From an optimization exercise on the open Yosys and OpenROAD flow, aimed at small area and a short achievable clock period; shortcuts taken in it are not production practice. No functional check of the RTL was part of this run. Power and IR drop assume default switching activity.

**config.mk**
```make
export PLATFORM = sky130hd
export DESIGN_NAME = result_serializer
export DESIGN_NICKNAME = result_serializer
export VERILOG_FILES = /design/flow/design.v
export SDC_FILE = /design/flow/constraint.sdc
export NUM_CORES = 4
export LEC_CHECK = 0
export CAP_MARGIN = 5
export CORE_MARGIN = 2
export CORE_UTILIZATION = 60
export CTS_CLUSTER_DIAMETER = 80
export CTS_CLUSTER_SIZE = 28
export SETUP_SLACK_MARGIN = 2.0
export SLEW_MARGIN = 5
export TNS_END_PERCENT = 5
```
**run.sh**
```bash
#!/bin/bash
# synth_recipe.tcl (not shown) runs the flow's synth.tcl, then flattens the netlist and writes it again
# the make line also repeats each setting of config.mk as NAME=value (left out here)
make -C /OpenROAD-flow-scripts/flow DESIGN_CONFIG=/design/flow/config.mk WORK_HOME=/design/flow/orfs CLKGATE_MAP_FILE= SYNTH_SCRIPT=/design/flow/synth_recipe.tcl finish
```
**constraint.sdc**
```tcl
create_clock -name core_clock -period 4.0 [get_ports {clk}]
set_input_delay 0.8000 -clock core_clock [delete_from_list [all_inputs] [get_ports {clk}]]
set_output_delay 0.8000 -clock core_clock [all_outputs]
set_load 0.01 [all_outputs]
```
**design.v**
```verilog
module result_fifo #(
  parameter int DATA_W = 40,
  parameter int ADDR_W = 6
) (
  input  logic                   clk,
  input  logic                   wr_en,
  input  logic [(1<<ADDR_W)-1:0] wr_sel,
  input  logic [DATA_W-1:0]      din,
  input  logic [(1<<ADDR_W)-1:0] rd_sel_n,
  output logic [DATA_W-1:0]      dout_lo,
  output logic [DATA_W-1:0]      dout_hi
);
  localparam int DEPTH = 1 << ADDR_W;
  logic [DATA_W-1:0] mem_r [DEPTH];
  always_ff @(posedge clk) begin
    for (int i = 0; i < DEPTH; i++) begin
      if (wr_en && wr_sel[i]) begin
        mem_r[i] <= din;
      end
    end
  end
  always_comb begin
    dout_lo = '1;
    dout_hi = '1;
    for (int i = 0; i < DEPTH / 2; i++) begin
      dout_lo = dout_lo & (mem_r[i] | {DATA_W{rd_sel_n[i]}});
      dout_hi = dout_hi & (mem_r[i + DEPTH / 2] | {DATA_W{rd_sel_n[i + DEPTH / 2]}});
    end
  end
endmodule
module result_serializer #(
  parameter int DATA_W = 40,
  parameter int ADDR_W = 6,
  parameter int SLACK  = 4
) (
  input  logic                 clk,
  input  logic                 rst,
  input  logic                 fifo_wr_en,
  input  logic [DATA_W-1:0]    dut_dout,
  output logic                 fifo_full,
  output logic [7:0]           byte_dout,
  output logic                 byte_valid,
  input  logic                 byte_ready,
  output logic [15:0]          word_count,
  output logic                 overflow
);
  localparam int              DEPTH      = 1 << ADDR_W;
  localparam logic [ADDR_W:0] FULL_THR_C = (ADDR_W+1)'(DEPTH - SLACK);
  localparam int              NB_L       = DATA_W / 8;
  logic [DEPTH-1:0]  wr_sel_r;
  logic [DEPTH-1:0]  rd_sel_n_r;
  logic [ADDR_W:0]   count_r;
  logic              fifo_full_r;
  logic              overflow_r;
  logic              load_r;
  logic              valid_r;
  logic [NB_L-1:0]   cur_r;         
  logic [7:0]        byte_dout_r;
  logic [DATA_W-1:0] rd_lo_r;       
  logic [DATA_W-1:0] rd_hi_r;
  logic [DATA_W-1:0] word_r;        
  logic [15:0]       word_count_r;
  logic [DATA_W-1:0] rd_lo_s;
  logic [DATA_W-1:0] rd_hi_s;
  logic [DATA_W-1:0] rd_data_s;
  logic              at_cap_s;
  logic              nonempty_s;
  logic              wr_ok_s;
  logic              accept_s;
  logic              last_s;
  logic              inc_s;
  logic              dec_s;
  logic [ADDR_W:0]   count_up_s;
  logic [ADDR_W:0]   count_dn_s;
  logic              full_up_s;
  logic              full_dn_s;
  logic              full_eq_s;
  logic [NB_L-1:0]   cur_next_s;
  logic [7:0]        byte_next_s;
  logic [15:0]       wc_low_ones_s;
  logic [15:0]       wc_plus1_s;
  assign at_cap_s   = count_r[ADDR_W];
  assign nonempty_s = (count_r != '0);
  assign wr_ok_s    = fifo_wr_en && !at_cap_s;
  assign accept_s   = valid_r && byte_ready;
  assign last_s     = cur_r[NB_L-1];
  result_fifo #(
    .DATA_W (DATA_W),
    .ADDR_W (ADDR_W)
  ) u_fifo (
    .clk    (clk),
    .wr_en  (wr_ok_s),
    .wr_sel (wr_sel_r),
    .din    (dut_dout),
    .rd_sel_n (rd_sel_n_r),
    .dout_lo (rd_lo_s),
    .dout_hi (rd_hi_s)
  );
  assign inc_s      = wr_ok_s && !load_r;
  assign dec_s      = load_r && !wr_ok_s;
  always_comb begin
    for (int i = 0; i <= ADDR_W; i++) begin
      count_up_s[i] = count_r[i] ^ (&(count_r | ~((8'd1 << i) - 8'd1)));
      count_dn_s[i] = count_r[i] ^ !(|(count_r & ((8'd1 << i) - 8'd1)));
    end
  end
  assign full_up_s  = (count_r >= FULL_THR_C - 1'b1);
  assign full_dn_s  = (count_r >= FULL_THR_C + 1'b1);
  assign full_eq_s  = (count_r >= FULL_THR_C);
  always_ff @(posedge clk) begin
    if (rst) begin
      wr_sel_r    <= {{(DEPTH-1){1'b0}}, 1'b1};
      rd_sel_n_r  <= {{(DEPTH-1){1'b1}}, 1'b0};
      count_r     <= '0;
      fifo_full_r <= 1'b0;
      overflow_r  <= 1'b0;
    end else begin
      if (wr_ok_s) wr_sel_r <= {wr_sel_r[DEPTH-2:0], wr_sel_r[DEPTH-1]};
      if (load_r) rd_sel_n_r <= {rd_sel_n_r[DEPTH-2:0], rd_sel_n_r[DEPTH-1]};
      if (inc_s) begin
        count_r     <= count_up_s;
        fifo_full_r <= full_up_s;
      end else if (dec_s) begin
        count_r     <= count_dn_s;
        fifo_full_r <= full_dn_s;
      end else begin
        fifo_full_r <= full_eq_s;
      end
      if (fifo_wr_en && at_cap_s) overflow_r <= 1'b1;
    end
  end
  always_comb begin
    for (int i = 0; i < 16; i++) begin
      wc_low_ones_s[i] = &(word_count_r | ~((16'd1 << i) - 16'd1));
    end
  end
  assign wc_plus1_s = word_count_r ^ wc_low_ones_s;
  always_ff @(posedge clk) begin
    if (rst) begin
      load_r       <= 1'b0;
      valid_r      <= 1'b0;
      word_count_r <= '0;
    end else begin
      if (load_r) begin
        load_r  <= 1'b0;
        valid_r <= 1'b1;
      end else if (!valid_r) begin
        load_r  <= nonempty_s;
      end else if (accept_s && last_s) begin
        valid_r <= 1'b0;
        load_r  <= nonempty_s;
        if (!(&word_count_r)) word_count_r <= wc_plus1_s;
      end
    end
  end
  assign rd_data_s = rd_lo_r & rd_hi_r;
  always_ff @(posedge clk) begin
    rd_lo_r <= rd_lo_s;
    rd_hi_r <= rd_hi_s;
    if (load_r) word_r <= rd_data_s;
  end
  always_comb begin
    if (load_r)        cur_next_s = {{(NB_L-1){1'b0}}, 1'b1};
    else if (accept_s) cur_next_s = {cur_r[NB_L-2:0], 1'b0};
    else               cur_next_s = cur_r;
  end
  always_comb begin
    if (load_r) begin
      byte_next_s = rd_data_s[DATA_W-1 -: 8];
    end else begin
      byte_next_s = '0;
      for (int k = 0; k < NB_L; k++) begin
        byte_next_s = byte_next_s | (word_r[DATA_W-1-8*k -: 8] & {8{cur_next_s[k]}});
      end
    end
  end
  always_ff @(posedge clk) begin
    cur_r       <= cur_next_s;
    byte_dout_r <= byte_next_s;
  end
  assign fifo_full  = fifo_full_r;
  assign byte_dout  = byte_dout_r;
  assign byte_valid = valid_r;
  assign word_count = word_count_r;
  assign overflow   = overflow_r;
endmodule
```
==> flow_summary_export.csv <==
group,metric,value,unit
yosys,postSynthAreaPerCell,16.69,um2
final_layout,fin_nets,6226,
yosys,synthFlopType,"edfxtp_1",
worst_setup_path,worstSetupStartpointType,"flop",
yosys,synth_nets,6024,
yosys,synth_simple_gate_area_share,5.407,%
yosys,synth_fa_ha_area_share,0.07529,%
clock_network,cts_tree,"yes",
sta,setup_viol,0,
clock_network,numCtsBuffers,132,
flow_run,drv_cap,0,
final_layout,fillers,11170,
sta,finalCritPeriodShare,58.88,%
power,total_power,66900,uW
clock_network,cts.clk_slew.worst_paths,0.10,ns
clock_network,clock_sinks,2848,
worst_setup_path,cp_slowest_cell,"dfxtp_2",
global_routing,grt_pass1_vias,56140,
floorplanning,ios,71,
outcome,status,"finished clean",
global_routing,track_usage,39.13,%
worst_setup_path,cp_top_family,"flip-flops",
worst_setup_path,cp_cell_sequence,"buf_12, o22ai_1, nor2_1, nand4_1, nor2_1",
place,dpl.hpwl,193.4,mm
sta,drv_slew,0,
drt,drc_errors,0,
final_layout,syn_to_final_growth,11.18,%
sta,max_slew_margin,13.05,%
sta,tightest_slew,1.304,ns
power,power_leakage,0.03451,uW
global_routing,grt_pass1_wl,451.7,mm
yosys,ys_types,52,
drt,postRouteAntennaNets,0,
final_layout,drive_above_1_share,13.63,%
drt,drt_iter0_drc,11890,
power,vdd_drop_max,546.8,uV
worst_setup_path,critPathKind,"flop to flop",
yosys,synth_xor_xnor_area_share,0.03513,%
floorplanning,num_rows,149,
sta,hold_violations,0,
sta,skew,0.02284,ns
worst_setup_path,r2r_start,"rd_sel_n_r[18]$_SDFFE_PP1P_",
worst_setup_path,worstSetupPathDepth,5,
sta,tns,0,ns
worst_setup_path,r2r_slack,1.64,ns
worst_setup_path,max_stage_delay,0.94,ns
sta,rsz0062_at_grt,"true",
drt,routedWlPerCell,39.89,um
yosys,yosys.area.top_type,"edfxtp_1",
final_layout,final_common_cell,"edfxtp_1",
worst_setup_path,crit_path_end,"rd_lo_r[34]$_DFF_P_",
global_routing,antenna_found_initial,14,
yosys,yosysSeqAreaShare,83.28,%
floorplanning,die_w,411.7,um
drt,vias,61110,
worst_setup_path,crit_path_frequent_cell,"nor2_1",
clock_network,ctsHoldBuffers,0,
power,power.density,603.5,nW/um2
yosys,ys_async_sr_fraction,0,%
sta,max_freq,0.4246,GHz
yosys,synth_top_family_by_area,"compound AO/OA/AOI/OAI gates",
yosys,yosys-top-cells-area,"edfxtp_1 (78%), o22ai_1 (8.0%), dfxtp_1 (5.0%)",
sta,hold_ws,0.4657,ns
sta,period_needed,2.355,ns
drt,firstDrtPassIters,6,
yosys,muxShareOfSynthArea,0.2008,%
yosys,synth_compound_area_share,9.312,%
place,gp_congestion,0.8842,
hold_path,hold_path.class,"flop to flop",
floorplanning,start_util,60.44,%
worst_setup_path,startpoint,"rd_sel_n_r[18]$_SDFFE_PP1P_",
floorplanning,core,165000,um2
drt,routed_wl,337.6,mm
drt,via_per_inst,7.221,
worst_setup_path,crit_fanout,24,
worst_setup_path,reg2reg_to,"rd_lo_r[34]$_DFF_P_",
worst_setup_path,r2r_cells,5,
worst_setup_path,end_kind,"flop",
floorplanning,die_h,411.7,um
global_routing,grt_max_degree,101,
clock_network,worst_skew_pair.late_latency,0.82,ns
worst_setup_path,worst-path-buf-inv,1,
clock_network,htreeDepth,4,
yosys,synth_top_area_share,78.30,%
yosys,synth-edff-count,2600,
yosys,ys_ff_latch,2848,
floorplanning,fp.dieArea,169500,um2
clock_network,cts.path.max_buffers,3,
worst_setup_path,crit_required,4.67,ns
final_layout,mostFrequentLayoutCells,"edfxtp_1 (2600), o22ai_1 (1280), nor2_1 (704)",
global_routing,grt-ovfl-total,0,
yosys,ys_warn_count,3,
place,numPortBuffers,70,
worst_setup_path,arrival,3.02,ns
yosys,synth_area,99710,um2
clock_network,cts_root_buffer,"clkbuf_16",
yosys,netlist_instances,5974,
==> repair_timing <==
item	in CTS	in global routing
setup endpoints to repair	2703	1758
setup buffers	47	35
pin swaps	0	1
resized for setup	217	26
cloned	0	2
==> tightest hold or removal path, stage by stage, from the launching register on <==
cell	delay [ns]
dfxtp_1	0.32
nand2_1	0.05
a21oi_1	0.05
==> how the worst min path moves through the flow <==
stage          slack, ns                             end                       from  cells after the start
2_1_floorplan       0.43       wr_sel_r[63]$_SDFFE_PP0P_  wr_sel_r[63]$_SDFFE_PP0P_                      2
3_3_place_gp        0.45       wr_sel_r[57]$_SDFFE_PP0P_  wr_sel_r[57]$_SDFFE_PP0P_                      2
3_5_place_dp        0.45        wr_sel_r[9]$_SDFFE_PP0P_   wr_sel_r[9]$_SDFFE_PP0P_                      2
4_1_cts             0.44  u_fifo.mem_r[37][30]$_DFFE_PP_               dut_dout[30]                      1
5_1_grt             0.48  u_fifo.mem_r[37][30]$_DFFE_PP_               dut_dout[30]                      1
6_report            0.47        wr_sel_r[1]$_SDFFE_PP0P_   wr_sel_r[1]$_SDFFE_PP0P_                      2
==> logic make-up after synthesis <==
logic type | after synthesis
DFF | 2848
AOI/OAI and AO/OA | 1460
and+or+nand+nor | 1191
buffers and inverters | 447
muxes | 18
adders and majority gates | 6
xor gates and xnor gates | 4
==> stage by stage <==
step	setup slack [ns]	util, %	std cells	area, um2
after floorplan	1.697	-	5974	100100
after global placement	0.5372	63.80	8147	105300
after detailed placement	0.5313	63.80	8147	105300
after CTS	1.676	66.89	8423	110400
after global routing	1.738	67.19	8460	110900
final	1.645	67.19	8462	110900
==> cells in the mapped netlist, types with 8 or more instances <==
cell type  instances
edfxtp_1        2600
o22ai_1         1280
nor2_1           706
clkbuf_1         360
dfxtp_1          248
nand4_1          153
nand2_1          152
and2_1           105
a21oi_1           75
inv_1             67
a211o_1           64
nor4_1            19
buf_1             13
nand2b_1          12
nor2b_1           11
a221o_1            8
a221oi_1           8
a22oi_1            8
a2bb2oi_1          8
==> flip-flops by register name, summed over array words and instances, names as in the netlist <==
signal / flops
fifo_full_r: 1
valid_r: 1
overflow_r: 1
rd_sel_n_r: 64
wr_sel_r: 64
rd_hi_r: 40
byte_dout_r: 8
u_fifo.mem_r: 2560
word_count_r: 16
cur_r: 5
rd_lo_r: 40
word_r: 40
load_r: 1
count_r: 7
==> cell type report <==
cell class | count | area, um2 | area share, %
Sequential cell | 2848 | 83300 | 75.14
Multi-Input combinational cell | 2679 | 15120 | 13.64
Timing Repair Buffer | 447 | 4841 | 4.367
Clock buffer | 172 | 3812 | 3.439
Tap cell | 2189 | 2739 | 2.471
Clock inverter | 57 | 535.5 | 0.4831
Inverter | 68 | 499.2 | 0.4503
Antenna cell | 2 | 5.005 | 0.004515
==> where the power goes <==
part           leakage [uW]  total, uW  internal (uW)  switching (uW)
combinational       0.00695      14400           4610            9800
clock               0.00212      16500           7260            9220
sequential           0.0254      36000          33400            2590
total                0.0345      66900          45300           21600
==> per-layer routing <==
layer / wire (um) / share of wire, % / vias to the layer above / track usage, %
met2: 148500 / 44 / 5311 / 57.43
met5: 41 / 0.012 / - / 0
met1: 126200 / 37 / 31090 / 58.90
li1: - / - / 24020 / -
met3: 48920 / 14 / 671 / 7.989
met4: 13950 / 4.1 / 8 / 14.18

[afterwards: timing with drivers on the ports]
Ports are ideal in the flow. The routed layout listed here was re-timed in OpenROAD.
Step 1 sets driving cells, clkbuf_16 on the clock port and buf_2 on the other inputs (assumed; they add their load-dependent delay and slew).
Step 2, shift: input delay + t, output delay - t, t = (earliest + latest rising clock arrival at the registers) / 2. This alone moves slack from input paths to output paths.
Slacks: ideal / step 1 / step 2; pairs: ideal / step 1.
t (ns): 0.897
slack for setup (ns): 1.645 / 1.645 / 0.967
worst hold slack (ns): 0.466 / 0.416 / 0.466
After both steps setup and hold are still met in this run. The setup slack of this run moves by 0.000 ns with the drivers and by -0.678 ns with both steps.
